Background: an optimization exercise with open tools, aiming at small area, a short achievable clock period and few clock cycles per item. Do not read the settings as production practice.
Where RTL was checked, it was by simulation tests only, not by an equivalence proof against the original.
Function not checked in runs 2 to 4: the RTL went through the layout flow alone.
Power figures rest on the tool's default switching activity, not on a simulated workload.

==> design/flow/design.v <==
module mx_block_sequencer #(
  parameter int BLOCK_SIZE = 32,
  parameter int DATA_W     = 32,
  parameter int EXP_W      = 8
) (
  input  logic                          clk,
  input  logic                          rst,
  input  logic                          in_valid,
  output logic                          in_ready,
  input  logic [DATA_W-1:0]             in_data,
  input  logic                          flush,
  output logic                          out_valid,
  input  logic                          out_ready,
  output logic [DATA_W-1:0]             out_data,
  output logic [EXP_W-1:0]              out_scale,
  output logic                          out_last,
  output logic [$clog2(BLOCK_SIZE)-1:0] out_idx
);
  localparam int IDX_W = $clog2(BLOCK_SIZE);
  localparam int NS    = BLOCK_SIZE + 1;
  localparam int SW    = $clog2(NS);
  logic [NS-1:0][DATA_W-1:0] ring_q;
  logic [NS-1:0]             occ_q;
  logic [IDX_W-1:0] c_cnt_q, c_cnt_d;
  logic [EXP_W-1:0] c_max_q, c_max_d;
  logic [SW-1:0]    wdist_q, wdist_d;
  logic             p_vld_q, p_vld_d, p2_vld_q, p2_vld_d;
  logic [IDX_W-1:0] p_rem_q, p_rem_d;      
  logic [EXP_W-1:0] p_scale_q, p_scale_d, p2_scale_q, p2_scale_d;
  logic [IDX_W-1:0] rem_q, rem_d;          
  logic [SW-1:0]    rdist_q, rdist_d;
  logic              ov_q, olast_q;
  logic [DATA_W-1:0] od_q;
  logic [EXP_W-1:0]  os_q;
  logic [IDX_W-1:0]  oi_q, nb;
  logic              ir_q, ir_d;
  logic              nx_ok_q, nx_ok_d;     
  logic              nx_rd_q, nx_rd_d;     
  logic             acc, ftk, close, load, rd, start, last_rd;
  logic             ok_l, rd_l, ok_n, rd_n;
  logic [EXP_W-1:0] e_in, new_max;
  logic [IDX_W-1:0] rem_now;
  assign in_ready  = ir_q;
  assign out_valid = ov_q;
  assign out_data  = od_q;
  assign out_scale = os_q;
  assign out_last  = olast_q;
  assign out_idx   = oi_q;
  assign acc     = in_valid & ir_q;
  assign ftk     = flush & ir_q;
  assign e_in    = in_data[DATA_W-2 -: EXP_W];
  assign new_max = (acc && e_in > c_max_q) ? e_in : c_max_q;
  assign close   = (acc && c_cnt_q == IDX_W'(BLOCK_SIZE - 1)) || (ftk && (acc || c_cnt_q != '0));
  assign load    = nx_ok_q & (~ov_q | out_ready);
  assign rd      = load & nx_rd_q;
  assign start   = load & olast_q;
  assign nb      = oi_q + IDX_W'(1);
  assign rem_now = olast_q ? p_rem_q : rem_q - IDX_W'(1);
  assign last_rd = rd & (rem_now == '0);
  always_comb begin
    c_cnt_d = c_cnt_q;
    c_max_d = c_max_q;
    wdist_d = (wdist_q == '0) ? SW'(NS - 1) : wdist_q - SW'(1);
    if (close) begin
      c_cnt_d = '0;
      c_max_d = EXP_W'(1);
      wdist_d = {1'b0, ~c_cnt_q};
    end else if (acc) begin
      c_cnt_d = c_cnt_q + IDX_W'(1);
      c_max_d = new_max;
      wdist_d = '0;
    end
    p_vld_d    = p_vld_q;
    p_rem_d    = p_rem_q;
    p_scale_d  = p_scale_q;
    p2_vld_d   = p2_vld_q;
    p2_scale_d = p2_scale_q;
    if (start) begin
      if (p2_vld_q) begin
        p_rem_d   = '0;
        p_scale_d = p2_scale_q;
        p2_vld_d  = 1'b0;
      end else if (close) begin
        p_rem_d   = c_cnt_q + IDX_W'(acc) - IDX_W'(1);
        p_scale_d = new_max;
      end else begin
        p_vld_d = 1'b0;
      end
    end else if (close) begin
      if (p_vld_q) begin
        p2_vld_d   = 1'b1;
        p2_scale_d = new_max;
      end else begin
        p_vld_d   = 1'b1;
        p_rem_d   = c_cnt_q + IDX_W'(acc) - IDX_W'(1);
        p_scale_d = new_max;
      end
    end
    rem_d   = rem_q;
    rdist_d = (rdist_q == '0) ? SW'(NS - 1) : rdist_q - SW'(1);
    if (rd) begin
      rem_d   = rem_now;
      rdist_d = last_rd ? {1'b0, ~nb} : '0;
    end
    if (olast_q) begin
      ok_l = 1'b1;                             
      rd_l = p_rem_q != '0;
    end else if (nb == IDX_W'(BLOCK_SIZE - 1)) begin
      ok_l = p_vld_d & (nx_rd_q | (rdist_q == SW'(1)));
      rd_l = 1'b1;
    end else begin
      ok_l = 1'b1;                             
      rd_l = nx_rd_q & (rem_q != IDX_W'(1));
    end
    if (olast_q) begin
      ok_n = p_vld_d & (rdist_q == SW'(1));
      rd_n = 1'b1;
    end else begin
      ok_n = ~nx_rd_q | (rdist_q == SW'(1));
      rd_n = nx_rd_q;
    end
    nx_ok_d = load ? ok_l : ok_n;
    nx_rd_d = load ? rd_l : rd_n;
    ir_d = ~p2_vld_d & (close ? (c_cnt_q == IDX_W'(BLOCK_SIZE - 1)) : (acc | (wdist_q == SW'(1))))
         & (~occ_q[1] | rd);
  end
  always_ff @(posedge clk) begin
    for (int i = 0; i < NS - 1; i++)
      ring_q[i] <= ring_q[i+1];
    ring_q[NS-1] <= ir_q ? in_data : ring_q[0];
    if (load) begin
      od_q    <= ring_q[1] & {DATA_W{nx_rd_q}};
      olast_q <= nb == IDX_W'(BLOCK_SIZE - 1);
      oi_q    <= nb;
    end
    if (start)
      os_q <= p_scale_q;
    c_max_q    <= c_max_d;
    p_rem_q    <= p_rem_d;
    p_scale_q  <= p_scale_d;
    p2_scale_q <= p2_scale_d;
    rem_q      <= rem_d;
    if (rst) begin
      occ_q    <= '0;
      c_cnt_q  <= '0;
      c_max_q  <= EXP_W'(1);
      wdist_q  <= SW'(1);
      p_vld_q  <= 1'b0;
      p2_vld_q <= 1'b0;
      rdist_q  <= '0;
      ov_q     <= 1'b0;
      oi_q     <= IDX_W'(BLOCK_SIZE - 1);
      olast_q  <= 1'b1;
      ir_q     <= 1'b0;
      nx_ok_q  <= 1'b0;
      nx_rd_q  <= 1'b1;
    end else begin
      occ_q    <= {occ_q[0] | acc, occ_q[NS-1:2], occ_q[1] & ~rd};
      c_cnt_q  <= c_cnt_d;
      wdist_q  <= wdist_d;
      p_vld_q  <= p_vld_d;
      p2_vld_q <= p2_vld_d;
      rdist_q  <= rdist_d;
      ov_q     <= load | (ov_q & ~out_ready);
      ir_q     <= ir_d;
      nx_ok_q  <= nx_ok_d;
      nx_rd_q  <= nx_rd_d;
    end
  end
endmodule
==> design/flow/run.sh <==
#!/bin/bash
# synth_recipe.tcl (not shown) runs the flow's synth.tcl, then flattens the netlist and writes it again
# the make line also repeats each setting of config.mk as NAME=value (left out here)
make -C /OpenROAD-flow-scripts/flow DESIGN_CONFIG=/design/flow/config.mk WORK_HOME=/design/flow/orfs CLKGATE_MAP_FILE= SYNTH_SCRIPT=/design/flow/synth_recipe.tcl finish
==> design/flow/config.mk <==
export PLATFORM = sky130hd
export DESIGN_NAME = mx_block_sequencer
export DESIGN_NICKNAME = mx_block_sequencer
export VERILOG_FILES = /design/flow/design.v
export SDC_FILE = /design/flow/constraint.sdc
export NUM_CORES = 4
export LEC_CHECK = 0
export CAP_MARGIN = 20
export CORE_MARGIN = 2
export CORE_UTILIZATION = 30
export PLACE_DENSITY = 0.5
export SLEW_MARGIN = 20
==> design/flow/constraint.sdc <==
create_clock -name core_clock -period 5.0 [get_ports {clk}]
set_input_delay 1.0000 -clock core_clock [delete_from_list [all_inputs] [get_ports {clk}]]
set_output_delay 1.0000 -clock core_clock [all_outputs]
set_load 0.01 [all_outputs]
==> reports/qor.yml, run 1 <==
status:
  status: "complete, no violations"
yosys:
  avgSynthCellArea_um2: 17.30
  ys_seq_elements: 1192
  seq_area_frac_synth: 0.9058
  yosysUniqueCellTypes: 57
  netlist_area_um2: 27070
  yosys.area.top_type_share: 0.8326
  netlist_instances: 1565
  ys.flop_type: "dfxtp_1"
  synth_edf_count: 66
  yosys_warnings: 1
  syn_nets: 1624
  synth_top_area_cell: "dfxtp_1"
  async_reset_ff_frac: 0
  ys_top_cells_by_area: "dfxtp_1 83%, edfxtp_1 7.3%, mux2_2 1.4%"
critical_path:
  critPathLaunchType: "flip-flop"
  slowest_stage: "dfxtp_2"
  crit_chain: "clkdlybuf4s50_1"
  critPathTopFamily: "flip-flops"
  cp.required_ns: 4.00
  critPathArrivalTime_ns: 2.18
  r2r_slack_ns: 2.10
  reg2reg_depth: 7
  path_buf_inv: 1
  criticalPathCategory: "flip-flop to output port"
  r2r-end: "p_rem_q[4]"
  crit_path_end_kind: "output port"
  slowest_delay_ns: 0.84
  reg2reg_from: "ir_q"
  worstPathMaxFanout: 21
floorplanning:
  start_util: 0.3017
  ioPinCount: 85
  fp.dieW_um: 304.4
  core-area_um2: 89740
  die-area_um2: 92670
  std_cell_rows: 110
  die_h_um: 304.4
finish:
  diodes: 0
  mostFrequentLayoutCell: "dfxtp_1"
  finish.utilization: 0.3708
  final_nets: 1807
  mostFrequentLayoutCells: "1124 x dfxtp_1, 113 x clkbuf_16, 83 x clkdlybuf4s50_1, 66 x edfxtp_1, 35 x and2_1"
  drive_gt1_frac: 0.1318
  area_growth_pct: 22.90
  final_cells: 3020
timing:
  worst_pin_slew_ns: 0.9788
  fin_ws_ns: 1.818
  slew_violations: 0
  setup_viol: 0
  post-route-period-util: 0.6365
  period_needed_ns: 3.182
  max_slew_margin: 0.3474
  rsz0062_at_grt: "no"
  tns_ns: 0
  clock.fmax_mhz: 314.2
  skew_ns: 0.05711
  hold_violations: 0
global_routing:
  grt-ovfl-total: 0
  grt_pass1_vias: 11320
  grt_max_degree: 37
  grt_pass1_wl_mm: 60.39
  antenna_found_initial: 2
  gr-usage-all-layers: 0.08101
worst_hold_path:
  min_path_cells: 0
  hp-start: "ring_q[909]"
  whs_endpoint: "ring_q[877]"
  hp-class: "flip-flop to flip-flop"
clock_network:
  holdBufCountCts: 0
  htree_levels: 3
  cts_tree: "done"
  cts_resized: 0
  clk-insertion-delay-late_ns: 0.67
  cts_made_buffers: 110
  clk_pin_slew_ns: 0.06
  root_buffer: "clkbuf_16"
  postCtsSetupBuffers: 0
  ctsLongestPathBuffers: 3
  clock-sinks: 1192
drt:
  drt_pass1_iterations: 4
  via_per_inst: 3.593
  num_vias: 10850
  antenna_left: 0
  drt_iter0_markers: 390
  drc_errors: 0
  post_drt_wl_per_cell_um: 12.02
  drt_wl_total_mm: 36.31
placed_design:
  globalplace.congestion: 0.7465
  dpl.hpwl_mm: 19.84
  port_buffers: 84
  pre_cts_slack_ns: 1.492
  dp_cells: 2812
run:
  maxCapViolCount: 0
power:
  p_leak_nw: 13.20
  vdd_drop_max_uv: 317.4
  powerDensity_nw_per_um2: 669.7
-- through the flow --
stage                     total power, mW  instance area, um2  hold slack [ns]
after floorplan                     13.28               27070           0.3096
after global placement              13.81               29320           0.3099
after detailed placement            13.82               29320           0.3121
after CTS                           22.68               33280           0.2732
after global routing                23.35               33280           0.2869
final                               22.29               33280           0.2751
-- registers in the layout (all words and copies together), names as in the netlist, 6 cells and up --
signal and count:
p_scale_q 8, od_q 32, os_q 8, ring_q 1056, occ_q 33, wdist_q 6, rdist_q 6, c_max_q 8
p2_scale_q 8
-- logic make-up (layout without fill, tap and decap cells) --
logic type      after synthesis  in the layout  synth area share
buf+inv                      43            322          0.007070
mux                          35             35           0.01451
compound gates               73             73           0.01955
xor+xnor                     20             20          0.006470
fa+ha+maj                    22             22           0.01017
simple gates                180            180           0.03646
flops                      1192           1192            0.9058
-- worst register-to-register path, cell delays in order, from the launching register on --
cell,delay (ns)
dfxtp_2,0.84
and2_1,0.79
inv_1,0.23
ha_1,0.26
ha_1,0.21
nand2_1,0.08
xor2_1,0.18
nor2_1,0.06
-- Yosys cell counts (3+ instances only) --
library cell	count
o2bb2ai_1	6
mux2_2	34
ha_1	22
xor2_1	11
a31oi_1	9
a21oi_1	18
nor3_1	8
buf_6	3
buf_2	3
clkbuf_1	11
nand2_1	32
nor4_1	3
inv_1	23
edfxtp_1	66
and2_1	35
o21ai_0	12
xnor2_1	9
nor2_1	31
o21ai_1	4
a211o_1	4
nor2b_1	33
and3_1	3
nand2b_1	6
dfxtp_1	1126
nand3_1	13
a21o_1	3
-- power by group --
| part | total [mW] | internal [mW] | switching, mW |
|---|---|---|---|
| Sequential | 12.8 | 12.1 | 0.684 |
| Clock | 8.68 | 5.21 | 3.47 |
| Combinational | 0.787 | 0.400 | 0.386 |
-- worst max-delay path by stage --
| stage | start | endpoint | depth (start not counted) |
|---|---|---|---|
| 5_1_grt | ir_q | in_ready | 1 |
| 6_report | ir_q | in_ready | 1 |
| 3_5_place_dp | in_valid | p_rem_q[4] | 8 |
| 3_3_place_gp | in_valid | p_rem_q[4] | 8 |
| 4_1_cts | ir_q | in_ready | 1 |
| 2_1_floorplan | out_ready | nx_ok_q | 6 |
-- per-layer routing --
layer	up-vias	share of wire	wire (um)	global-route usage
met1	5126	0.49	17730	0.1088
met3	88	0.061	2209	0.02333
met5	-	0	0	0
met2	211	0.42	15120	0.1170
met4	0	0.035	1254	0.04490
li1	5426	-	-	-
-- layout make-up --
| cell class | instances | area, um2 |
|---|---|---|
| clock buffer | 164 | 3289 |
| clock inverter | 44 | 661.9 |
| fill | 8300 | 56460 |
| inverter | 25 | 93.84 |
| multi-input combinational | 330 | 2360 |
| sequential | 1192 | 24530 |
| tap | 1176 | 1471 |
| timing repair buffer | 89 | 873.3 |
Testbench counts, summed over its fixed seeds: cycles 16,656, items 16,384.
==> inputs of run 2 (changes only) <==
--- a/design/flow/design.v
+++ b/design/flow/design.v
@@ -22,23 +22,25 @@
   logic [NS-1:0][DATA_W-1:0] ring_q;
   logic [NS-1:0]             occ_q;
   logic [IDX_W-1:0] c_cnt_q, c_cnt_d;
-  logic [EXP_W-1:0] c_max_q, c_max_d;
+  logic [EXP_W-1:0] c_max_q, c_max_d;      
+  logic [EXP_W-1:0] ex_q;                  
   logic [SW-1:0]    wdist_q, wdist_d;
   logic             p_vld_q, p_vld_d, p2_vld_q, p2_vld_d;
   logic [IDX_W-1:0] p_rem_q, p_rem_d;      
-  logic [EXP_W-1:0] p_scale_q, p_scale_d, p2_scale_q, p2_scale_d;
+  logic [EXP_W-1:0] p_maxa_q, p_maxa_d, p_ex_q, p_ex_d, p2_scale_q, p2_scale_d;
   logic [IDX_W-1:0] rem_q, rem_d;          
   logic [SW-1:0]    rdist_q, rdist_d;
   logic              ov_q, olast_q;
   logic [DATA_W-1:0] od_q;
-  logic [EXP_W-1:0]  os_q;
-  logic [IDX_W-1:0]  oi_q, nb;
+  logic [EXP_W-1:0]  os_q, e_scale_q;
+  logic [IDX_W-1:0]  oi_q, oi_d, nb;
   logic              ir_q, ir_d;
+  logic              wsel_q;               
   logic              nx_ok_q, nx_ok_d;     
   logic              nx_rd_q, nx_rd_d;     
   logic             acc, ftk, close, load, rd, start, last_rd;
   logic             ok_l, rd_l, ok_n, rd_n;
-  logic [EXP_W-1:0] e_in, new_max;
+  logic [EXP_W-1:0] e_in, m1, p_max;
   logic [IDX_W-1:0] rem_now;
   assign in_ready  = ir_q;
   assign out_valid = ov_q;
@@ -49,17 +51,19 @@
   assign acc     = in_valid & ir_q;
   assign ftk     = flush & ir_q;
   assign e_in    = in_data[DATA_W-2 -: EXP_W];
-  assign new_max = (acc && e_in > c_max_q) ? e_in : c_max_q;
+  assign m1      = (ex_q > c_max_q) ? ex_q : c_max_q;
+  assign p_max   = (p_ex_q > p_maxa_q) ? p_ex_q : p_maxa_q;
   assign close   = (acc && c_cnt_q == IDX_W'(BLOCK_SIZE - 1)) || (ftk && (acc || c_cnt_q != '0));
   assign load    = nx_ok_q & (~ov_q | out_ready);
   assign rd      = load & nx_rd_q;
   assign start   = load & olast_q;
   assign nb      = oi_q + IDX_W'(1);
+  assign oi_d    = (oi_q & ~{IDX_W{load}}) | (nb & {IDX_W{load}});
   assign rem_now = olast_q ? p_rem_q : rem_q - IDX_W'(1);
   assign last_rd = rd & (rem_now == '0);
   always_comb begin
     c_cnt_d = c_cnt_q;
-    c_max_d = c_max_q;
+    c_max_d = m1;
     wdist_d = (wdist_q == '0) ? SW'(NS - 1) : wdist_q - SW'(1);
     if (close) begin
       c_cnt_d = '0;
@@ -67,33 +71,36 @@
       wdist_d = {1'b0, ~c_cnt_q};
     end else if (acc) begin
       c_cnt_d = c_cnt_q + IDX_W'(1);
-      c_max_d = new_max;
       wdist_d = '0;
     end
     p_vld_d    = p_vld_q;
     p_rem_d    = p_rem_q;
-    p_scale_d  = p_scale_q;
+    p_maxa_d   = p_maxa_q;
+    p_ex_d     = p_ex_q;
     p2_vld_d   = p2_vld_q;
     p2_scale_d = p2_scale_q;
     if (start) begin
       if (p2_vld_q) begin
         p_rem_d   = '0;
-        p_scale_d = p2_scale_q;
+        p_maxa_d  = EXP_W'(1);
+        p_ex_d    = p2_scale_q;
         p2_vld_d  = 1'b0;
       end else if (close) begin
         p_rem_d   = c_cnt_q + IDX_W'(acc) - IDX_W'(1);
-        p_scale_d = new_max;
+        p_maxa_d  = m1;
+        p_ex_d    = e_in & {EXP_W{acc}};
       end else begin
         p_vld_d = 1'b0;
       end
     end else if (close) begin
       if (p_vld_q) begin
         p2_vld_d   = 1'b1;
-        p2_scale_d = new_max;
+        p2_scale_d = acc ? e_in : m1;        
       end else begin
         p_vld_d   = 1'b1;
         p_rem_d   = c_cnt_q + IDX_W'(acc) - IDX_W'(1);
-        p_scale_d = new_max;
+        p_maxa_d  = m1;
+        p_ex_d    = e_in & {EXP_W{acc}};
       end
     end
     rem_d   = rem_q;
@@ -127,17 +134,16 @@
   always_ff @(posedge clk) begin
     for (int i = 0; i < NS - 1; i++)
       ring_q[i] <= ring_q[i+1];
-    ring_q[NS-1] <= ir_q ? in_data : ring_q[0];
-    if (load) begin
-      od_q    <= ring_q[1] & {DATA_W{nx_rd_q}};
-      olast_q <= nb == IDX_W'(BLOCK_SIZE - 1);
-      oi_q    <= nb;
-    end
-    if (start)
-      os_q <= p_scale_q;
+    ring_q[NS-1] <= wsel_q ? in_data : ring_q[0];
+    wsel_q       <= ir_d;
+    od_q <= (od_q & ~{DATA_W{load}}) | (ring_q[1] & {DATA_W{nx_rd_q & load}});
+    e_scale_q <= start ? p_max : e_scale_q;
+    os_q      <= rst ? '0 : start ? p_max : e_scale_q;
     c_max_q    <= c_max_d;
     p_rem_q    <= p_rem_d;
-    p_scale_q  <= p_scale_d;
+    p_maxa_q   <= p_maxa_d;
+    p_ex_q     <= p_ex_d;
+    ex_q       <= e_in & {EXP_W{acc & ~close}};
     p2_scale_q <= p2_scale_d;
     rem_q      <= rem_d;
     if (rst) begin
@@ -162,6 +168,8 @@
       p2_vld_q <= p2_vld_d;
       rdist_q  <= rdist_d;
       ov_q     <= load | (ov_q & ~out_ready);
+      oi_q     <= oi_d;
+      olast_q  <= oi_d == IDX_W'(BLOCK_SIZE - 1);
       ir_q     <= ir_d;
       nx_ok_q  <= nx_ok_d;
       nx_rd_q  <= nx_rd_d;
--- a/design/flow/config.mk
+++ b/design/flow/config.mk
@@ -9,4 +9,5 @@
 export CORE_MARGIN = 2
 export CORE_UTILIZATION = 30
 export PLACE_DENSITY = 0.5
+export SETUP_SLACK_MARGIN = 3.0
 export SLEW_MARGIN = 20
==> run 2 against run 1 <==
Still clean on timing, DRC and antenna. Clock power grew 2.5%. Clock-buffer cell count shrank 5. Register-to-register slack gained 0.81 ns. Sequential power grew 5%. Clock skew shrank 0.022 ns. Die area grew 4.1%.
==> reports/qor.yml, run 2 <==
status:
  status: "complete, no violations"
critical_path:
  cp_num_cells: 1  # unchanged
  path_buf_inv: 1  # unchanged
  r2r-end: "p2_scale_q[5]"
  critPathArrivalTime_ns: 1.15  # -1.03 ns
  crit_chain: "buf_6"
  slowest_delay_ns: 0.36  # -0.48 ns
  critPathLaunchType: "flip-flop"
  crit_path_end_kind: "output port"
  cp.required_ns: 4.00  # about the same
  reg2reg_from: "ex_q[1]"
  slowest_stage: "dfxtp_4"
  criticalPathCategory: "flip-flop to output port"
  r2r_slack_ns: 2.91  # +0.81 ns
  worstPathMaxFanout: 2  # -90%
  reg2reg_depth: 7  # unchanged
  critPathTopFamily: "flip-flops"
yosys:
  yosys_warnings: 1  # unchanged
  synth_edf_count: 34  # -48%
  netlist_instances: 1739  # +11%
  async_reset_ff_frac: 0  # unchanged
  yosys.area.top_type_share: 0.8397  # +0.007143
  yosysUniqueCellTypes: 62  # +8.8%
  syn_nets: 1806  # +11%
  ys_seq_elements: 1217  # +2.1%
  avgSynthCellArea_um2: 16.22  # -6.3%
  ys_top_cells_by_area: "dfxtp_1 84%, edfxtp_1 3.6%, ha_1 1.3%"
  synth_common_cells: "1183 x dfxtp_1, 52 x a21oi_1, 41 x nor2_1"
  synth_most_common_cell: "dfxtp_1"
  seq_area_frac_synth: 0.8759  # -0.02986
  ys.flop_type: "dfxtp_1"
  netlist_area_um2: 28200  # +4.2%
  synth_top_area_cell: "dfxtp_1"
drt:
  num_vias: 12710  # +17%
  drc_errors: 0  # unchanged
  drt_pass1_iterations: 5  # +1
  antenna_left: 0  # unchanged
  drt_wl_total_mm: 44.16  # +22%
  via_per_inst: 3.810  # +6.0%
  drt_iter0_markers: 612  # +57%
  post_drt_wl_per_cell_um: 13.24  # +10%
run:
  maxCapViolCount: 0  # unchanged
global_routing:
  met3_usage: 0.02799  # +0.004662
  use_met1: 0.1196  # +0.01089
  grt-ovfl-total: 0  # unchanged
  grt_max_degree: 42  # +14%
  antenna_found_initial: 1  # -1
  grt_pass1_wl_mm: 69.79  # +16%
  gr-usage-all-layers: 0.08954  # +0.008530
  busiest_layer: "met2"
  grt_pass1_vias: 12840  # +13%
  use_met2: 0.1316  # +0.01462
floorplanning:
  core-area_um2: 93190  # +3.8%
  std_cell_rows: 112  # +1.8%
  start_util: 0.3026  # +0.0009300
  die-area_um2: 96480  # +4.1%
  die_h_um: 310.6  # +2.0%
  fp.dieW_um: 310.6  # +2.0%
  ioPinCount: 85  # unchanged
clock_network:
  clock-sinks: 1217  # +2.1%
  root_buffer: "clkbuf_16"
  ctsLongestPathBuffers: 3  # unchanged
  cts_tree: "done"
  htree_levels: 3  # unchanged
  clk-insertion-delay-late_ns: 0.66  # about the same
  clk_pin_slew_ns: 0.06  # about the same
  cts_made_buffers: 111  # +0.91%
timing:
  slew_violations: 0  # unchanged
  skew_ns: 0.03517  # -0.02193 ns
  clock.fmax_mhz: 464.7  # +48%
  setup_viol: 0  # unchanged
  hold_violations: 0  # unchanged
  worst_pin_slew_ns: 0.6287  # -0.3502 ns
  period_needed_ns: 2.152  # -1.030 ns
  post-route-period-util: 0.4304  # -0.2061
  tns_ns: 0  # unchanged
  whs_ns: 0.2977  # +0.02254 ns
  fin_ws_ns: 2.848  # +1.030 ns
  max_slew_margin: 0.5809  # +0.2334
  rsz0062_at_grt: "yes"
power:
  p_leak_nw: 14.47  # +9.7%
  powerDensity_nw_per_um2: 656.5  # -2.0%
  vdd_drop_max_uv: 388.0  # +22%
finish:
  final_cells: 3336  # +10%
  largest_register_ff_count: 1056  # unchanged
  drive_gt1_frac: 0.2585  # +0.1268
  area_growth_pct: 29.23
  reg_top3: "ring_q: 1056 flops, occ_q: 33 flops, od_q: 32 flops"
  final_nets: 2056  # +14%
  mostFrequentLayoutCells: "1127 x dfxtp_1, 112 x clkbuf_16, 67 x buf_4, 57 x buf_6, 43 x dfxtp_2"
  top_register: "ring_q"
  mostFrequentLayoutCell: "dfxtp_1"
placed_design:
  port_buffers: 84  # unchanged
  dp_cells: 3041  # +8.1%
  globalplace.congestion: 0.7194  # -3.6%
  pre_cts_slack_ns: 1.669  # +0.1768 ns
  dpl.hpwl_mm: 23.52  # +19%
worst_hold_path:
  hp-start: "ring_q[434]"
  min_path_cells: 0  # unchanged
  whs_endpoint: "ring_q[402]"
  hp-class: "flip-flop to flip-flop"
run 2: worst max-delay path by stage:
| stage | start | to | slack [ns] |
|---|---|---|---|
| 6_report | od_q[25] | out_data[25] | 2.85 |
| 3_5_place_dp | out_ready | p_ex_q[2] | 1.67 |
| 3_3_place_gp | out_ready | p_ex_q[1] | 1.80 |
| 5_1_grt | oi_q[3] | out_idx[3] | 2.76 |
| 2_1_floorplan | out_ready | p_ex_q[0] | 2.61 |
| 4_1_cts | od_q[25] | out_data[25] | 2.77 |
run 2: layout make-up:
cell class                      instances  area [um2]
Inverter                               36       153.9
Multi-Input combinational cell        452        4218
Sequential cell                      1217       24810
Timing Repair Buffer                  171        1667
Clock buffer                          159        3239
Fill cell                            8531       56740
Clock inverter                         46       790.8
Tap cell                             1254        1569
Antenna cell                            1       2.502
run 2: cell families (layout without fill, tap and decap cells):
group,after synthesis,count (layout),share of synthesized area
buffers and inverters,75,412,0.01105
adder cells (fa/ha/maj),30,30,0.01331
other,0,1,0
XOR/XNOR,20,20,0.006211
multiplexers,36,36,0.01437
AND/OR/NAND/NOR,178,180,0.03256
flip-flops,1217,1217,0.8759
AO/OA/AOI/OAI,183,186,0.04658
run 2: stage by stage:
step / area (um2) / util / power [mW]
floorplan: 28360 / - / 14.06
global placement: 30550 / 0.3279 / 14.70
detailed placement: 30550 / 0.3279 / 14.73
CTS: 35530 / 0.3812 / 24.09
global route: 36440 / 0.3911 / 25.06
finish: 36450 / 0.3911 / 23.93
run 2: routing by layer:
layer  wire (um)  part of all wire
met5           0                 0
met4        1575             0.036
met3        2484             0.056
met2       18920              0.43
met1       21180              0.48
run 2: repair_timing:
action | CTS | global route
setup endpoints to repair | 188 | 149
hold buffers | 0 | 0
pin swaps | 25 | 36
resized for setup | 378 | 105
cloned | 4 | 2
setup buffers | 41 | 42
run 2: power by group:
| part | internal, mW | switching, mW |
|---|---|---|
| sequential | 12.6 | 0.761 |
| clock | 5.37 | 3.53 |
| combinational | 0.767 | 0.844 |
==> inputs of run 3 (changes only) <==
--- a/design/flow/config.mk
+++ b/design/flow/config.mk
@@ -7,7 +7,7 @@
 export LEC_CHECK = 0
 export CAP_MARGIN = 20
 export CORE_MARGIN = 2
-export CORE_UTILIZATION = 30
-export PLACE_DENSITY = 0.5
+export CORE_UTILIZATION = 50
+export PLACE_DENSITY = 0.6
 export SETUP_SLACK_MARGIN = 3.0
 export SLEW_MARGIN = 20
==> run 3 against run 2 <==
Still clean on timing, DRC and antenna. First-iteration DRC count down 18%. Hold slack improved by 0.0040 ns. Global-route usage grew 5.3 points. Die area shrank 40%. Core utilization up 24 points. Cell area fell by 3.5%. Highest routed layer unchanged.
==> reports/qor.yml, run 3 <==
critical_path:
  reg2reg_from: "p_maxa_q[5]"
  criticalPathCategory: "flip-flop to output port"
  critPathArrivalTime_ns: 1.12  # -0.03 ns
  path_buf_inv: 1  # unchanged
  crit_chain: "buf_6"
  slowest_delay_ns: 0.36  # about the same
  r2r_slack_ns: 2.93  # +0.02 ns
  reg2reg_depth: 8  # +1
  critPathLaunchType: "flip-flop"
  cp_num_cells: 1  # unchanged
  cp-startpoint: "od_q[7]"
  worstPathMaxFanout: 2  # unchanged
  endpoint: "out_data[7]"
  critPathTopFamily: "flip-flops"
  slowest_stage: "dfxtp_2"
  crit_path_end_kind: "output port"
  cp.required_ns: 4.00  # about the same
  r2r-end: "os_q[5]"
yosys:
  synth_most_common_cell: "dfxtp_1"
  netlist_instances: 1739  # unchanged
  ys_seq_elements: 1217  # unchanged
  yosys.area.top_type_share: 0.8397  # unchanged
  avgSynthCellArea_um2: 16.22  # unchanged
  netlist_area_um2: 28200  # unchanged
  synth_edf_count: 34  # unchanged
  ys.flop_type: "dfxtp_1"
  async_reset_ff_frac: 0  # unchanged
  seq_area_frac_synth: 0.8759  # unchanged
  ys_top_cells_by_area: "dfxtp_1 84%, edfxtp_1 3.6%, ha_1 1.3%"
  yosys_warnings: 1  # unchanged
  synth_common_cells: "1183 x dfxtp_1, 52 x a21oi_1, 41 x nor2_1"
  yosysUniqueCellTypes: 62  # unchanged
  synth_top_area_cell: "dfxtp_1"
  syn_nets: 1806  # unchanged
timing:
  period_needed_ns: 2.120  # -0.03230 ns
  clock.fmax_mhz: 471.8  # +1.5%
  slew_violations: 0  # unchanged
  whs_ns: 0.3016  # +0.003985 ns
  tns_ns: 0  # unchanged
  setup_viol: 0  # unchanged
  skew_ns: 0.03113  # -0.004047 ns
  hold_violations: 0  # unchanged
  max_slew_margin: 0.5718  # -0.009107
  post-route-period-util: 0.4239  # -0.006460
  rsz0062_at_grt: "yes"
  worst_pin_slew_ns: 0.6423  # +0.01366 ns
finish:
  drive_gt1_frac: 0.2464  # -0.01217
  largest_register_ff_count: 1056  # unchanged
  area_growth_pct: 24.74
  mostFrequentLayoutCells: "1122 x dfxtp_1, 109 x clkbuf_16, 65 x buf_4, 47 x buf_6, 45 x dfxtp_2"
  final-seq-area_um2: 24820  # about the same
  reg_top3: "ring_q: 1056 flops, occ_q: 33 flops, od_q: 32 flops"
  nFillCells: 4057  # -52%
  multi_input_area_um2: 4060  # -3.7%
  final_nets: 2042  # -0.68%
  mostFrequentLayoutCell: "dfxtp_1"
  final_cells: 2814  # -16%
  top_register: "ring_q"
  diodes: 0  # -1
clock_network:
  clk_pin_slew_ns: 0.06  # about the same
  htree_levels: 3  # unchanged
  ctsLongestPathBuffers: 3  # unchanged
  cts_made_buffers: 107  # -3.6%
  clk-insertion-delay-late_ns: 0.64  # -0.02 ns
  root_buffer: "clkbuf_16"
  holdBufCountCts: 0  # unchanged
  cts_tree: "done"
  clock-sinks: 1217  # unchanged
placed_design:
  globalplace.congestion: 0.7861  # +9.3%
  dp_cells: 2543  # -16%
  dpl.hpwl_mm: 21.34  # -9.3%
  port_buffers: 84  # unchanged
power:
  power.total_mw: 23.29  # -2.7%
  p_sw_mw: 5.042  # -1.8%
  vdd_drop_max_uv: 353.3  # -8.9%
  p_int_mw: 18.25  # -2.9%
  p_leak_nw: 14.23  # -1.7%
  p_sw_frac: 0.2165  # +0.001827
  comb_power_share: 0.069  # +0.002
  pwr-share-seq: 0.577  # +0.017
  powerDensity_nw_per_um2: 662.0  # +0.84%
  clkPwrFrac: 0.354  # -0.018
drt:
  drt_iter0_markers: 503  # -18%
  num_vias: 12580  # -0.99%
  drt_wl_total_mm: 42.23  # -4.4%
  post_drt_wl_per_cell_um: 15.01  # +13%
  via_per_inst: 4.472  # +17%
  drc_errors: 0  # unchanged
  antenna_left: 0  # unchanged
  drt_pass1_iterations: 4  # -1
floorplanning:
  ioPinCount: 85  # unchanged
  fp.dieW_um: 241.5  # -22%
  die-area_um2: 58320  # -40%
  start_util: 0.5031  # +0.2004
  die_h_um: 241.5  # -22%
  core-area_um2: 56060  # -40%
  std_cell_rows: 87  # -22%
worst_hold_path:
  hp-start: "ring_q[955]"
  hp-class: "flip-flop to flip-flop"
global_routing:
  grt_max_degree: 52  # +24%
  grt-ovfl-total: 0  # unchanged
  antenna_found_initial: 0  # -1
  grt_pass1_wl_mm: 67.15  # -3.8%
  gr-usage-all-layers: 0.1426  # +0.05309
  grt_pass1_vias: 12690  # -1.1%
run:
  maxCapViolCount: 0  # unchanged
status:
  status: "complete, no violations"
run 3: timing repair:
item / in CTS / in global routing
cloned: 4 / 4
resized for setup: 367 / 84
pin swaps: 24 / 31
buffers inserted: 39 / 32
endpoints found under the setup margin: 188 / 149
run 3: layout make-up:
class	instances	area share
clock buffers	146	0.08717
inverters	36	0.004446
multi-input cells	455	0.1154
flip-flops and latches	1217	0.7055
clock inverters	46	0.01696
well taps	756	0.02689
repair buffers	158	0.04364
run 3: power groups by stage:
stage               combinational, mW  sequential [mW]  clock [mW]
global route                     1.74             13.7        8.87
global placement                 1.13             13.6           0
finish                           1.62             13.4        8.23
floorplan                       0.786             13.3           0
CTS                              1.43             13.5        8.45
detailed placement               1.15             13.6           0
run 3: metrics by stage:
step | utilization | area, um2 | setup slack, ns
global placement | 0.5339 | 29930 | 1.819
detailed placement | 0.5339 | 29930 | 1.698
floorplan | - | 28360 | 2.610
CTS | 0.6150 | 34480 | 2.824
global route | 0.6276 | 35180 | 2.822
finish | 0.6276 | 35180 | 2.880
run 3: how the worst min path moves through the flow:
stage	end	slack, ns	cells after the start
2_1_floorplan	ring_q[1000]	0.31	0
3_3_place_gp	ring_q[740]	0.31	0
3_5_place_dp	ring_q[230]	0.31	0
4_1_cts	ring_q[923]	0.29	0
5_1_grt	ring_q[250]	0.30	0
6_report	ring_q[923]	0.30	0
run 3: logic make-up after synthesis:
group	Yosys count	synth area share
muxes	36	0.01437
xor gates and xnor gates	20	0.006211
buffers and inverters	75	0.01105
AOI/OAI and AO/OA	183	0.04658
and+or+nand+nor	178	0.03256
DFF	1217	0.8759
adders and majority gates	30	0.01331
run 3: metal layers:
metal  vias to the layer above  global-route usage  wire, um
met5                         -                   0         0
met4                         0             0.06321      1063
met3                        82             0.03341      1932
met2                       234              0.2070     17930
met1                      6035              0.2042     21300
li1                       6232                   -         -
==> inputs of run 4 (changes only) <==
--- a/design/flow/config.mk
+++ b/design/flow/config.mk
@@ -9,5 +9,5 @@
 export CORE_MARGIN = 2
 export CORE_UTILIZATION = 50
 export PLACE_DENSITY = 0.6
-export SETUP_SLACK_MARGIN = 3.0
+export SETUP_SLACK_MARGIN = 2.8
 export SLEW_MARGIN = 20
==> run 4 against run 3 <==
Still clean on timing, DRC and antenna. Critical path depth rose by 6. Final cell count is 1.7% lower. Global-route usage is 1.1 points lower. Non-clock buffer count decreased by 44. Synthesized area is the same. Fmax decreased by 2.2%. Core utilization decreased by 2.4 points. Sequential cell count did not move. Hold slack better by 0.0052 ns. Routed wire length down 9.3%. Largest cell class unchanged.
==> reports/qor.yml, run 4 <==
clock_network:
  cts_made_buffers: 106  # -0.93%
  ctsLongestPathBuffers: 3  # unchanged
  clk_pin_slew_ns: 0.07  # about the same
  htree_levels: 3  # unchanged
  clk-insertion-delay-late_ns: 0.66  # +0.02 ns
  root_buffer: "clkbuf_16"
  holdBufCountCts: 0  # unchanged
  cts_tree: "done"
  clock-sinks: 1217  # unchanged
finish:
  diodes: 0  # unchanged
  reg_top3: "ring_q: 1056 flops, occ_q: 33 flops, od_q: 32 flops"
  mostFrequentLayoutCells: "1147 x dfxtp_1, 109 x clkbuf_16, 50 x a21oi_1, 48 x buf_2, 38 x nor2_1"
  mostFrequentLayoutCell: "dfxtp_1"
  final_nets: 1992  # -2.4%
  top_register: "ring_q"
  area_growth_pct: 19.89
  drive_gt1_frac: 0.1852  # -0.06119
  nFillCells: 4199  # +3.5%
  finish.utilization: 0.6032  # -0.02440
  largest_register_ff_count: 1056  # unchanged
  final_cells: 2765  # -1.7%
critical_path:
  reg2reg_depth: 7  # -1
  critPathLaunchType: "flip-flop"
  criticalPathCategory: "flip-flop to flip-flop"
  critPathArrivalTime_ns: 2.54  # +1.42 ns
  slowest_stage: "dfxtp_1"
  worstPathMaxFanout: 8  # +6
  reg2reg_from: "c_max_q[7]"
  r2r_slack_ns: 2.83  # -0.10 ns
  crit_chain: "inv_1, ha_1, nand4_1, nor2_4, nor2_2, a32oi_1, a31oi_1"
  r2r-end: "p2_scale_q[4]"
  crit_path_end_kind: "flip-flop"
  cp.required_ns: 5.38  # +1.38 ns
  slowest_delay_ns: 0.40  # +0.04 ns
yosys:
  async_reset_ff_frac: 0  # unchanged
  seq_area_frac_synth: 0.8759  # unchanged
  netlist_area_um2: 28200  # unchanged
  muxShareOfSynthArea: 0.01437  # unchanged
  ys_seq_elements: 1217  # unchanged
  synth_most_common_cell: "dfxtp_1"
  synth-compound-area-share: 0.04658  # unchanged
  synthAdderAreaFrac: 0.01331  # unchanged
  synth-simple-area-share: 0.03256  # unchanged
  yosys.area.top_type_share: 0.8397  # unchanged
  ys_top_cells_by_area: "dfxtp_1 84%, edfxtp_1 3.6%, ha_1 1.3%"
  yosysUniqueCellTypes: 62  # unchanged
  synth_top_family_by_area: "compound AO/OA/AOI/OAI gates"
  ys.flop_type: "dfxtp_1"
  avgSynthCellArea_um2: 16.22  # unchanged
  synth_common_cells: "1183 x dfxtp_1, 52 x a21oi_1, 41 x nor2_1"
  netlist_instances: 1739  # unchanged
  synth-xor-area-share: 0.006211  # unchanged
  synth_edf_count: 34  # unchanged
  yosys_warnings: 1  # unchanged
  synth_top_area_cell: "dfxtp_1"
  syn_nets: 1806  # unchanged
worst_hold_path:
  hp-class: "flip-flop to flip-flop"
  min_path_cells: 0  # unchanged
  hp-start: "ring_q[783]"
  whs_endpoint: "ring_q[751]"
placed_design:
  port_buffers: 84  # unchanged
  globalplace.congestion: 0.7821  # -0.51%
  dpl.hpwl_mm: 20.64  # -3.3%
  dp_cells: 2543  # unchanged
timing:
  tns_ns: 0  # unchanged
  worst_pin_slew_ns: 0.6751  # +0.03281 ns
  slew_violations: 0  # unchanged
  setup_viol: 0  # unchanged
  skew_ns: 0.02975  # -0.001373 ns
  whs_ns: 0.3068  # +0.005179 ns
  hold_violations: 0  # unchanged
  rsz0062_at_grt: "yes"
  max_slew_margin: 0.5499  # -0.02187
  post-route-period-util: 0.4333  # +0.009340
  clock.fmax_mhz: 461.6  # -2.2%
  period_needed_ns: 2.166  # +0.04670 ns
floorplanning:
  ioPinCount: 85  # unchanged
  die-area_um2: 58320  # unchanged
  core-area_um2: 56060  # unchanged
  fp.dieW_um: 241.5  # unchanged
  die_h_um: 241.5  # unchanged
  start_util: 0.5031  # unchanged
  std_cell_rows: 87  # unchanged
drt:
  drc_errors: 0  # unchanged
  drt_wl_total_mm: 38.29  # -9.3%
  drt_iter0_markers: 489  # -2.8%
  antenna_left: 0  # unchanged
  post_drt_wl_per_cell_um: 13.85  # -7.7%
  num_vias: 12300  # -2.2%
  drt_pass1_iterations: 4  # unchanged
  via_per_inst: 4.448  # -0.52%
global_routing:
  grt-ovfl-total: 0  # unchanged
  grt_pass1_wl_mm: 62.51  # -6.9%
  grt_pass1_vias: 12160  # -4.2%
  gr-usage-all-layers: 0.1316  # -0.01102
  antenna_found_initial: 0  # unchanged
  grt_max_degree: 42  # -19%
power:
  powerDensity_nw_per_um2: 674.4  # +1.9%
  vdd_drop_max_uv: 328.4  # -7.0%
  power.total_mw: 22.81  # -2.1%
  p_leak_nw: 13.84  # -2.7%
run:
  maxCapViolCount: 0  # unchanged
status:
  status: "complete, no violations"
-- run 4: cell count changes in the layout (fill, tap and decap cells not counted), moves of 7 or more --
cell     change
dfxtp_2     -17
a21oi_2     -17
a32oi_2      +8
dfxtp_1     +25
a32oi_4     -13
buf_2       +44
ha_1         +7
a21oi_1     +17
buf_6       -47
dfxtp_4      -8
buf_4       -36
-- run 4: what timing repair did --
action	4_1_cts	5_1_grt
resized for setup	240	34
endpoints found under the setup margin	166	79
cloned	1	2
pin swaps	1	12
setup buffers	8	19
-- run 4: logic make-up (layout without fill, tap and decap cells) --
logic type	after synthesis	in the layout
muxes	36	36
buffers and inverters	75	342
xor gates and xnor gates	20	20
and+or+nand+nor	178	179
adders and majority gates	30	30
DFF	1217	1217
AOI/OAI and AO/OA	183	185
-- run 4: through the flow --
stage          cell area [um2]  worst slack [ns]
4_1_cts                  33510             2.714
3_3_place_gp             29920             1.841
5_1_grt                  33810             2.735
2_1_floorplan            28320             2.610
6_report                 33810             2.834
3_5_place_dp             29920             1.728
-- run 4: routing by layer --
layer,wire length [um],GRT usage
met5,0,0
met4,991,0.05882
met3,1790,0.03352
met2,16010,0.1857
met1,19490,0.1910
-- run 4: critical path, delay by kind of cell (launching register included) --
family | cells | cell delay, ns
AND/OR/NAND/NOR | 3 | 0.65
AO/OA/AOI/OAI | 2 | 0.48
flip-flops | 1 | 0.40
adder cells (fa/ha/maj) | 1 | 0.31
buffers and inverters | 1 | 0.06
-- run 4: power by group --
part | internal (mW) | leakage (nW) | switching, mW
Clock | 4.78 | 1.77 | 3.38
Sequential | 12.6 | 10.1 | 0.759
Combinational | 0.555 | 1.95 | 0.694
Total | 18.0 | 13.8 | 4.83
-- run 4: worst max path at each step --
stage	from	end	slack [ns]
CTS	olast_q	out_last	2.71
global placement	out_ready	p_ex_q[6]	1.84
global route	c_max_q[1]	p_maxa_q[0]	2.73
finish	c_max_q[7]	p2_scale_q[4]	2.83
floorplan	out_ready	p_ex_q[0]	2.61
detailed placement	out_ready	p_ex_q[4]	1.73
-- run 4: cell type report --
type,instances,area [um2],area share
repair buffers,114,835.8,0.02472
well taps,756,945.9,0.02797
clock buffers,150,3072,0.09084
inverters,36,151.4,0.004477
multi-input cells,450,3486,0.1031
flip-flops and latches,1217,24770,0.7325
clock inverters,42,554.3,0.01639
==> inputs of run 5 (changes only) <==
--- a/design/flow/design.v
+++ b/design/flow/design.v
@@ -22,12 +22,12 @@
   logic [NS-1:0][DATA_W-1:0] ring_q;
   logic [NS-1:0]             occ_q;
   logic [IDX_W-1:0] c_cnt_q, c_cnt_d;
-  logic [EXP_W-1:0] c_max_q, c_max_d;      
-  logic [EXP_W-1:0] ex_q;                  
+  logic [EXP_W-1:0] c_max_q, c_max_d;
+  logic             first_q;               
   logic [SW-1:0]    wdist_q, wdist_d;
   logic             p_vld_q, p_vld_d, p2_vld_q, p2_vld_d;
   logic [IDX_W-1:0] p_rem_q, p_rem_d;      
-  logic [EXP_W-1:0] p_maxa_q, p_maxa_d, p_ex_q, p_ex_d, p2_scale_q, p2_scale_d;
+  logic [EXP_W-1:0] p_scale_q, p_scale_d, p2_scale_q, p2_scale_d;
   logic [IDX_W-1:0] rem_q, rem_d;          
   logic [SW-1:0]    rdist_q, rdist_d;
   logic              ov_q, olast_q;
@@ -40,7 +40,7 @@
   logic              nx_rd_q, nx_rd_d;     
   logic             acc, ftk, close, load, rd, start, last_rd;
   logic             ok_l, rd_l, ok_n, rd_n;
-  logic [EXP_W-1:0] e_in, m1, p_max;
+  logic [EXP_W-1:0] e_in, e_eff, new_max, p_scale_e, p2_scale_e;
   logic [IDX_W-1:0] rem_now;
   assign in_ready  = ir_q;
   assign out_valid = ov_q;
@@ -51,8 +51,10 @@
   assign acc     = in_valid & ir_q;
   assign ftk     = flush & ir_q;
   assign e_in    = in_data[DATA_W-2 -: EXP_W];
-  assign m1      = (ex_q > c_max_q) ? ex_q : c_max_q;
-  assign p_max   = (p_ex_q > p_maxa_q) ? p_ex_q : p_maxa_q;
+  assign new_max = (acc && e_in > c_max_q) ? e_in : c_max_q;
+  assign e_eff   = (e_in == '0) ? EXP_W'(1) : e_in;
+  assign p_scale_e  = (first_q & ~p2_vld_q) ? c_max_q : p_scale_q;
+  assign p2_scale_e = first_q ? c_max_q : p2_scale_q;
   assign close   = (acc && c_cnt_q == IDX_W'(BLOCK_SIZE - 1)) || (ftk && (acc || c_cnt_q != '0));
   assign load    = nx_ok_q & (~ov_q | out_ready);
   assign rd      = load & nx_rd_q;
@@ -63,11 +65,10 @@
   assign last_rd = rd & (rem_now == '0);
   always_comb begin
     c_cnt_d = c_cnt_q;
-    c_max_d = m1;
+    c_max_d = first_q ? (acc ? e_eff : EXP_W'(1)) : new_max;
     wdist_d = (wdist_q == '0) ? SW'(NS - 1) : wdist_q - SW'(1);
     if (close) begin
       c_cnt_d = '0;
-      c_max_d = EXP_W'(1);
       wdist_d = {1'b0, ~c_cnt_q};
     end else if (acc) begin
       c_cnt_d = c_cnt_q + IDX_W'(1);
@@ -75,32 +76,25 @@
     end
     p_vld_d    = p_vld_q;
     p_rem_d    = p_rem_q;
-    p_maxa_d   = p_maxa_q;
-    p_ex_d     = p_ex_q;
+    p_scale_d  = p_scale_e;
     p2_vld_d   = p2_vld_q;
-    p2_scale_d = p2_scale_q;
+    p2_scale_d = p2_scale_e;
     if (start) begin
       if (p2_vld_q) begin
         p_rem_d   = '0;
-        p_maxa_d  = EXP_W'(1);
-        p_ex_d    = p2_scale_q;
+        p_scale_d = p2_scale_e;
         p2_vld_d  = 1'b0;
       end else if (close) begin
         p_rem_d   = c_cnt_q + IDX_W'(acc) - IDX_W'(1);
-        p_maxa_d  = m1;
-        p_ex_d    = e_in & {EXP_W{acc}};
       end else begin
         p_vld_d = 1'b0;
       end
     end else if (close) begin
       if (p_vld_q) begin
         p2_vld_d   = 1'b1;
-        p2_scale_d = acc ? e_in : m1;        
       end else begin
         p_vld_d   = 1'b1;
         p_rem_d   = c_cnt_q + IDX_W'(acc) - IDX_W'(1);
-        p_maxa_d  = m1;
-        p_ex_d    = e_in & {EXP_W{acc}};
       end
     end
     rem_d   = rem_q;
@@ -137,19 +131,18 @@
     ring_q[NS-1] <= wsel_q ? in_data : ring_q[0];
     wsel_q       <= ir_d;
     od_q <= (od_q & ~{DATA_W{load}}) | (ring_q[1] & {DATA_W{nx_rd_q & load}});
-    e_scale_q <= start ? p_max : e_scale_q;
-    os_q      <= rst ? '0 : start ? p_max : e_scale_q;
+    e_scale_q <= start ? p_scale_e : e_scale_q;
+    os_q      <= rst ? '0 : start ? p_scale_e : e_scale_q;
     c_max_q    <= c_max_d;
     p_rem_q    <= p_rem_d;
-    p_maxa_q   <= p_maxa_d;
-    p_ex_q     <= p_ex_d;
-    ex_q       <= e_in & {EXP_W{acc & ~close}};
+    p_scale_q  <= p_scale_d;
     p2_scale_q <= p2_scale_d;
     rem_q      <= rem_d;
     if (rst) begin
       occ_q    <= '0;
       c_cnt_q  <= '0;
       c_max_q  <= EXP_W'(1);
+      first_q  <= 1'b0;
       wdist_q  <= SW'(1);
       p_vld_q  <= 1'b0;
       p2_vld_q <= 1'b0;
@@ -163,6 +156,7 @@
     end else begin
       occ_q    <= {occ_q[0] | acc, occ_q[NS-1:2], occ_q[1] & ~rd};
       c_cnt_q  <= c_cnt_d;
+      first_q  <= close;
       wdist_q  <= wdist_d;
       p_vld_q  <= p_vld_d;
       p2_vld_q <= p2_vld_d;
--- a/design/flow/config.mk
+++ b/design/flow/config.mk
@@ -8,6 +8,9 @@
 export CAP_MARGIN = 20
 export CORE_MARGIN = 2
 export CORE_UTILIZATION = 50
+export CTS_BUF_LIST = sky130_fd_sc_hd__clkbuf_8
+export CTS_CLUSTER_DIAMETER = 60
+export CTS_CLUSTER_SIZE = 20
 export PLACE_DENSITY = 0.6
 export SETUP_SLACK_MARGIN = 2.8
 export SLEW_MARGIN = 20
==> run 5 against run 4 <==
Global-route usage down 0.30 points. Routed wire length down 8.2%. First-iteration DRC count up 3.5%. Critical endpoint is now c_max_q[5]. Still clean on timing, DRC and antenna. Non-clock buffer count up 1. Critical path type is now input pin to flip-flop. Combinational power down about 20%. Synthesized cell count down 4.4%. Cell area down 10%. Hold slack better by 0.0052 ns. Critical path depth unchanged. Highest routed layer unchanged. Via count down 8.8%. Fmax down 2.4%. Die area down 3.3%.
==> reports/qor.yml, run 5 <==
status:
  status: "complete, no violations"
clock_network:
  clk_pin_slew_ns: 0.11  # +0.04 ns
  holdBufCountCts: 0  # unchanged
  root_buffer: "clkbuf_8"
  clock-sinks: 1202  # -1.2%
  ctsLongestPathBuffers: 3  # unchanged
  cts_tree: "done"
  cts_made_buffers: 73  # -31%
  clk-insertion-delay-late_ns: 0.65  # about the same
  htree_levels: 3  # unchanged
yosys:
  synth_top_area_cell: "dfxtp_1"
  yosysUniqueCellTypes: 56  # -9.7%
  ys.flop_type: "dfxtp_1"
  ys_top_cells_by_area: "dfxtp_1 88%, mux2_2 1.7%, edfxtp_1 1.1%"
  netlist_area_um2: 27270  # -3.3%
  avgSynthCellArea_um2: 16.40  # +1.1%
  syn_nets: 1722  # -4.7%
  netlist_instances: 1663  # -4.4%
  yosys_warnings: 1  # unchanged
  muxShareOfSynthArea: 0.01877  # +0.004393
  synth_common_cells: "1192 x dfxtp_1, 41 x mux2_2, 40 x nor2b_1"
  synth-xor-area-share: 0.006424  # +0.0002129
  synth_edf_count: 10  # -71%
  yosys.area.top_type_share: 0.8751  # +0.03539
  synth_top_family_by_area: "compound AO/OA/AOI/OAI gates"
  seq_area_frac_synth: 0.8861  # +0.01020
  ys_seq_elements: 1202  # -1.2%
  synth-compound-area-share: 0.03561  # -0.01098
  synthAdderAreaFrac: 0.01009  # -0.003215
  synth-simple-area-share: 0.03331  # +0.0007490
  synth_most_common_cell: "dfxtp_1"
  async_reset_ff_frac: 0  # unchanged
finish:
  reg_top3: "ring_q: 1056 flops, occ_q: 33 flops, od_q: 32 flops"
  mostFrequentLayoutCells: "1145 x dfxtp_1, 74 x clkbuf_8, 41 x mux2_2, 40 x nor2b_1, 40 x dfxtp_2"
  top_register: "ring_q"
  mostFrequentLayoutCell: "dfxtp_1"
  area_growth_pct: 11.55
  postLayoutCellArea_um2: 30420  # -10%
  largest_register_ff_count: 1056  # unchanged
  final_cells: 2525  # -8.7%
  final_nets: 1874  # -5.9%
  drive_gt1_frac: 0.1565  # -0.02871
  nFillCells: 4289  # +2.1%
global_routing:
  grt-ovfl-total: 0  # unchanged
  gr-usage-all-layers: 0.1286  # -0.002979
  grt_max_degree: 66  # +57%
  grt_pass1_wl_mm: 58.05  # -7.1%
  antenna_found_initial: 0  # unchanged
  grt_pass1_vias: 11340  # -6.8%
placed_design:
  postPlaceCellArea_um2: 28890  # -3.5%
  globalplace.congestion: 0.7496  # -4.2%
  port_buffers: 84  # unchanged
  pre_cts_slack_ns: 1.576  # -0.1515 ns
  dp_cells: 2409  # -5.3%
  dpl.hpwl_mm: 19.50  # -5.5%
floorplanning:
  die-area_um2: 56420  # -3.3%
  start_util: 0.5057  # +0.002629
  fp.dieW_um: 237.5  # -1.6%
  ioPinCount: 85  # unchanged
  die_h_um: 237.5  # -1.6%
  std_cell_rows: 85  # -2.3%
  core-area_um2: 53920  # -3.8%
drt:
  drt_wl_total_mm: 35.17  # -8.2%
  drt_pass1_iterations: 4  # unchanged
  drc_errors: 0  # unchanged
  via_per_inst: 4.442  # -0.15%
  antenna_left: 0  # unchanged
  post_drt_wl_per_cell_um: 13.93  # +0.58%
  drt_iter0_markers: 506  # +3.5%
  num_vias: 11220  # -8.8%
timing:
  period_needed_ns: 2.220  # +0.05366 ns
  post-route-period-util: 0.4440  # +0.01073
  slew_violations: 0  # unchanged
  worst_pin_slew_ns: 0.6895  # +0.01439 ns
  clock.fmax_mhz: 450.4  # -2.4%
  max_slew_margin: 0.5403  # -0.009597
  tns_ns: 0  # unchanged
  skew_ns: 0.02643  # -0.003320 ns
  setup_viol: 0  # unchanged
  fin_ws_ns: 2.780  # -0.05366 ns
  hold_violations: 0  # unchanged
  whs_ns: 0.3121  # +0.005243 ns
  rsz0062_at_grt: "yes"
critical_path:
  reg2reg_from: "c_max_q[1]"
  critPathTopFamily: "simple AND/OR/NAND/NOR gates"
  crit_path_end_kind: "flip-flop"
  r2r_slack_ns: 2.89  # +0.06 ns
  criticalPathCategory: "input pin to flip-flop"
  cp.required_ns: 5.56  # +0.18 ns
  critPathLaunchType: "input pin"
  slowest_delay_ns: 0.47  # +0.07 ns
  cp_num_cells: 7  # unchanged
  slowest_stage: "or4_1"
  critPathArrivalTime_ns: 2.78  # +0.24 ns
  cp-startpoint: "in_data[25]"
  crit_chain: "dlygate4sd2_1, ha_4, nand4_1, o221a_4, buf_4, or4_1, a21boi_1"
  reg2reg_depth: 8  # +1
  path_buf_inv: 2  # +1
  r2r-end: "c_max_q[5]"
  endpoint: "c_max_q[5]"
  worstPathMaxFanout: 5  # -3
worst_hold_path:
  hp-class: "flip-flop to flip-flop"
run:
  maxCapViolCount: 0  # unchanged
power:
  powerDensity_nw_per_um2: 605.5  # -10%
  vdd_drop_max_uv: 320.8  # -2.3%
  p_leak_nw: 12.36  # -11%
[run 5: final cells by class]
class	instances	area (um2)	share of cell area
Antenna cell	1	2.502	0.00008226
Clock buffer	74	1018	0.03348
Clock inverter	14	155.1	0.005100
Inverter	27	101.3	0.003332
Multi-Input combinational cell	396	2999	0.09859
Sequential cell	1202	24240	0.7968
Tap cell	696	870.8	0.02863
Timing Repair Buffer	115	1032	0.03393
[run 5: power by group]
group          internal (mW)  leakage, nW  switching [mW]  total (mW)
Combinational          0.534         1.77           0.464       0.998
Sequential              12.5         9.98           0.828        13.3
Clock                   1.45        0.604            2.64        4.09
[run 5: logic make-up (layout without fill, tap and decap cells)]
kind of cell	Yosys count	in the layout
AOI/OAI and AO/OA	141	141
adders and majority gates	22	22
DFF	1202	1202
buffers and inverters	65	230
muxes	46	46
xor gates and xnor gates	20	20
other	0	1
and+or+nand+nor	167	167
[run 5: worst min path at each step]
stage | slack, ns | end | depth (start not counted) | from
finish | 0.31 | ring_q[687] | 0 | ring_q[719]
global route | 0.31 | ring_q[687] | 0 | ring_q[719]
global placement | 0.31 | ring_q[601] | 0 | ring_q[633]
floorplan | 0.31 | ring_q[1000] | 0 | ring_q[1032]
detailed placement | 0.31 | ring_q[112] | 0 | ring_q[144]
CTS | 0.31 | ring_q[687] | 0 | ring_q[719]
[run 5: stage by stage]
stage	total power, mW	util
finish	18.42	0.5641
global route	19.41	0.5641
CTS	18.70	0.5622
detailed placement	14.50	0.5357
global placement	14.47	0.5357
floorplan	13.85	-
[run 5: per-layer routing]
| metal | routed length (um) | GRT usage | vias up |
|---|---|---|---|
| li1 | - | - | 5652 |
| met1 | 18450 | 0.1886 | 5321 |
| met2 | 14450 | 0.1838 | 149 |
| met3 | 1192 | 0.03136 | 94 |
| met4 | 1066 | 0.05051 | 0 |
| met5 | 0 | 0 | - |
[run 5: what timing repair did]
item / 4_1_cts / 5_1_grt
pin swaps: 10 / 9
endpoints found under the hold margin: 0 / 0
gates resized for setup: 302 / 27
buffers inserted: 22 / 5
setup endpoints to repair: 117 / 51
Testbench counts of run 5, summed over its fixed seeds: cycles 16,656, items 16,384.
==> inputs of run 6 (changes only) <==
--- a/design/flow/config.mk
+++ b/design/flow/config.mk
@@ -12,5 +12,5 @@
 export CTS_CLUSTER_DIAMETER = 60
 export CTS_CLUSTER_SIZE = 20
 export PLACE_DENSITY = 0.6
-export SETUP_SLACK_MARGIN = 2.8
+export SETUP_SLACK_MARGIN = 3.0
 export SLEW_MARGIN = 20
==> run 6 against run 5 <==
Still clean on timing, DRC and antenna. Power rose by 0.43%. Setup slack improved by 0.035 ns. Die area is the same. First-iteration DRC count increased by 13%. Hold slack improved by 0.0012 ns. Sequential cell count unchanged. Global-route usage increased by 0.65 points. Critical path depth down 6. Clock power about the same. Clock-buffer cell count increased by 1. Highest routed layer unchanged.
==> reports/qor.yml, run 6 <==
status:
  status: "complete, no violations"
yosys:
  avgSynthCellArea_um2: 16.40  # unchanged
  async_reset_ff_frac: 0  # unchanged
  synth_most_common_cell: "dfxtp_1"
  netlist_instances: 1663  # unchanged
  ys_top_cells_by_area: "dfxtp_1 88%, mux2_2 1.7%, edfxtp_1 1.1%"
  yosys_warnings: 1  # unchanged
  synth_top_area_cell: "dfxtp_1"
  seq_area_frac_synth: 0.8861  # unchanged
  yosys.area.top_type_share: 0.8751  # unchanged
  syn_nets: 1722  # unchanged
  synth_common_cells: "1192 x dfxtp_1, 41 x mux2_2, 40 x nor2b_1"
  ys.flop_type: "dfxtp_1"
  netlist_area_um2: 27270  # unchanged
  yosysUniqueCellTypes: 56  # unchanged
  synth_edf_count: 10  # unchanged
  ys_seq_elements: 1202  # unchanged
clock_network:
  cts_tree: "done"
  clock-sinks: 1202  # unchanged
  ctsLongestPathBuffers: 3  # unchanged
  clk_pin_slew_ns: 0.12  # about the same
  root_buffer: "clkbuf_8"
  cts_made_buffers: 72  # -1.4%
  clk-insertion-delay-late_ns: 0.66  # about the same
  htree_levels: 3  # unchanged
finish:
  reg_top3: "ring_q: 1056 flops, occ_q: 33 flops, od_q: 32 flops"
  multi_input_area_um2: 3221  # +7.4%
  largest_register_ff_count: 1056  # unchanged
  final_cells: 2545  # +0.79%
  top_register: "ring_q"
  drive_gt1_frac: 0.1824  # +0.02590
  mostFrequentLayoutCells: "1137 x dfxtp_1, 75 x clkbuf_8, 46 x dfxtp_2, 46 x buf_6"
  nFillCells: 4229  # -1.4%
  area_growth_pct: 12.98
  final_nets: 1893  # +1.0%
  mostFrequentLayoutCell: "dfxtp_1"
  final-seq-area_um2: 24250  # about the same
critical_path:
  slowest_delay_ns: 0.40  # -0.07 ns
  slowest_stage: "dfxtp_4"
  criticalPathCategory: "flip-flop to output port"
  critPathLaunchType: "flip-flop"
  cp.required_ns: 4.00  # -1.56 ns
  crit_path_end_kind: "output port"
  critPathArrivalTime_ns: 1.19  # -1.59 ns
  worstPathMaxFanout: 2  # -3
  critPathTopFamily: "flip-flops"
  path_buf_inv: 1  # -1
  crit_chain: "buf_6"
timing:
  post-route-period-util: 0.4371  # -0.006912
  slew_violations: 0  # unchanged
  worst_pin_slew_ns: 0.6133  # -0.07621 ns
  rsz0062_at_grt: "yes"
  max_slew_margin: 0.5911  # +0.05081
  clock.fmax_mhz: 457.6  # +1.6%
  hold_violations: 0  # unchanged
  period_needed_ns: 2.185  # -0.03456 ns
  tns_ns: 0  # unchanged
  skew_ns: 0.02464  # -0.001799 ns
  setup_viol: 0  # unchanged
drt:
  drc_errors: 0  # unchanged
  antenna_left: 0  # unchanged
  drt-met1-wl_mm: 19.13  # +3.7%
  routed.top_layer: "met4"
  via_per_inst: 4.481  # +0.89%
  drt_pass1_iterations: 4  # unchanged
  num_vias: 11410  # +1.7%
  wl_met2_mm: 15.11  # +4.5%
  dr_wl_met3_mm: 2.002  # +68%
  drt_iter0_markers: 570  # +13%
  post_drt_wl_per_cell_um: 14.68  # +5.4%
  drt_wl_total_mm: 37.36  # +6.2%
placed_design:
  dp_cells: 2407  # -0.083%
  globalplace.congestion: 0.7752  # +3.4%
  port_buffers: 84  # unchanged
  dpl.hpwl_mm: 19.27  # -1.2%
global_routing:
  grt_max_degree: 54  # -18%
  grt_pass1_wl_mm: 60.29  # +3.9%
  grt_pass1_vias: 11560  # +1.9%
  grt-ovfl-total: 0  # unchanged
  gr-usage-all-layers: 0.1352  # +0.006533
  antenna_found_initial: 1  # +1
floorplanning:
  fp.dieW_um: 237.5  # unchanged
  start_util: 0.5057  # unchanged
  core-area_um2: 53920  # unchanged
  ioPinCount: 85  # unchanged
  std_cell_rows: 85  # unchanged
  die-area_um2: 56420  # unchanged
  die_h_um: 237.5  # unchanged
power:
  pwr-share-seq: 0.720  # -0.004
  p_sw_mw: 3.964  # +0.84%
  clkPwrFrac: 0.221  # about the same
  p_leak_nw: 12.50  # +1.1%
  powerDensity_nw_per_um2: 600.4  # -0.84%
  p_sw_frac: 0.2143  # +0.0008774
  vdd_drop_max_uv: 302.3  # -5.8%
  p_int_mw: 14.53  # +0.32%
  comb_power_share: 0.059  # +0.005
  power.total_mw: 18.50  # +0.43%
worst_hold_path:
  hp-class: "flip-flop to flip-flop"
run:
  maxCapViolCount: 0  # unchanged
[run 6: worst paths after layout]
path | to | slack, ns | depth (start not counted) | startpoint
hold / removal | ring_q[952] | 0.31 | 0 | ring_q[984]
setup reg to reg | c_max_q[1] | 3.07 | 7 | c_max_q[4]
setup / recovery | out_idx[2] | 2.81 | 1 | oi_q[2]
hold reg to reg | ring_q[952] | 0.31 | 0 | ring_q[984]
[run 6: logic make-up after synthesis]
kind of cell / after synthesis / share of synthesized area
flops: 1202 / 0.8861
simple gates: 167 / 0.03331
compound gates: 141 / 0.03561
buf+inv: 65 / 0.009681
mux: 46 / 0.01877
fa+ha+maj: 22 / 0.01009
xor+xnor: 20 / 0.006423
[run 6: through the flow]
stage / cell area, um2 / setup WS (ns) / util / hold WS, ns
finish: 30810 / 2.815 / 0.5713 / 0.3132
global placement: 28940 / 1.693 / 0.5366 / 0.3098
CTS: 30490 / 2.735 / 0.5654 / 0.3250
floorplan: 27450 / 2.519 / - / 0.3096
detailed placement: 28940 / 1.553 / 0.5366 / 0.3121
global route: 30810 / 2.728 / 0.5713 / 0.3330
[run 6: cell type report]
type / count / area share
inverters: 27 / 0.003452
clock buffers: 75 / 0.03351
clock inverters: 13 / 0.004021
multi-input cells: 401 / 0.1045
repair buffers: 130 / 0.03883
diodes: 1 / 0.00008123
well taps: 696 / 0.02827
flip-flops and latches: 1202 / 0.7873
[run 6: metal layers]
layer	vias to the layer above	track usage
met5	-	0
met4	0	0.05984
met3	81	0.03914
met2	198	0.1872
met1	5436	0.1965
li1	5690	-
[run 6: what timing repair did]
| item | CTS | global route |
|---|---|---|
| hold buffers | 0 | 0 |
| gates resized for setup | 341 | 52 |
| setup buffers | 23 | 21 |
| pin swaps | 17 | 23 |
| endpoints found under the setup margin | 96 | 112 |
| gates cloned | 4 | 1 |
[run 6: power by group through the flow]
stage          Sequential, mW  Clock, mW  Combinational, mW
3_5_place_dp             13.5          0              0.996
5_1_grt                  13.6       4.66               1.21
2_1_floorplan            13.2          0              0.693
6_report                 13.3       4.10               1.09
4_1_cts                  13.4       4.29               1.06
3_3_place_gp             13.5          0              0.961

## what the ideal ports hide
In the flow no input, the clock included, has a driving cell. The finished layouts below were timed again as built, in two steps. Step 1, drivers: a clkbuf_16 drives clk and a buf_2 each remaining input, both assumed. Step 2 adds t to the input delays and takes it off the output delays; t is the mean of the earliest and latest rising clock arrival at the registers after step 1. Input paths then give back, and output paths get back, about the clock's delay inside the block. Three values: ideal, step 1, step 2; two values: the first two.
run	t (ns)	slack for setup (ns)	hold slack, ns	latest minus earliest clock arrival (ns)	cell pins on the clock port's net
run 1	0.708	1.818 / 1.756 / 1.509	0.275 / 0.275 / 0.275	0.064 / 0.064	1
run 2	0.710	2.848 / 2.789 / 2.284	0.298 / 0.298 / 0.298	0.045 / 0.044	1
run 3	0.693	2.880 / 2.819 / 2.574	0.302 / 0.302 / 0.302	0.037 / 0.037	1
run 4	0.698	2.834 / 2.805 / 2.183	0.307 / 0.307 / 0.307	0.034 / 0.034	1
run 5	0.686	2.780 / 2.783 / 2.124	0.312 / 0.312 / 0.312	0.035 / 0.035	1
run 6	0.703	2.815 / 2.759 / 2.328	0.313 / 0.313 / 0.313	0.029 / 0.030	1
After both steps every run listed still meets setup and hold. The setup slack of run 5, which loses most, moves by +0.003 ns with the drivers and by -0.656 ns with both steps.
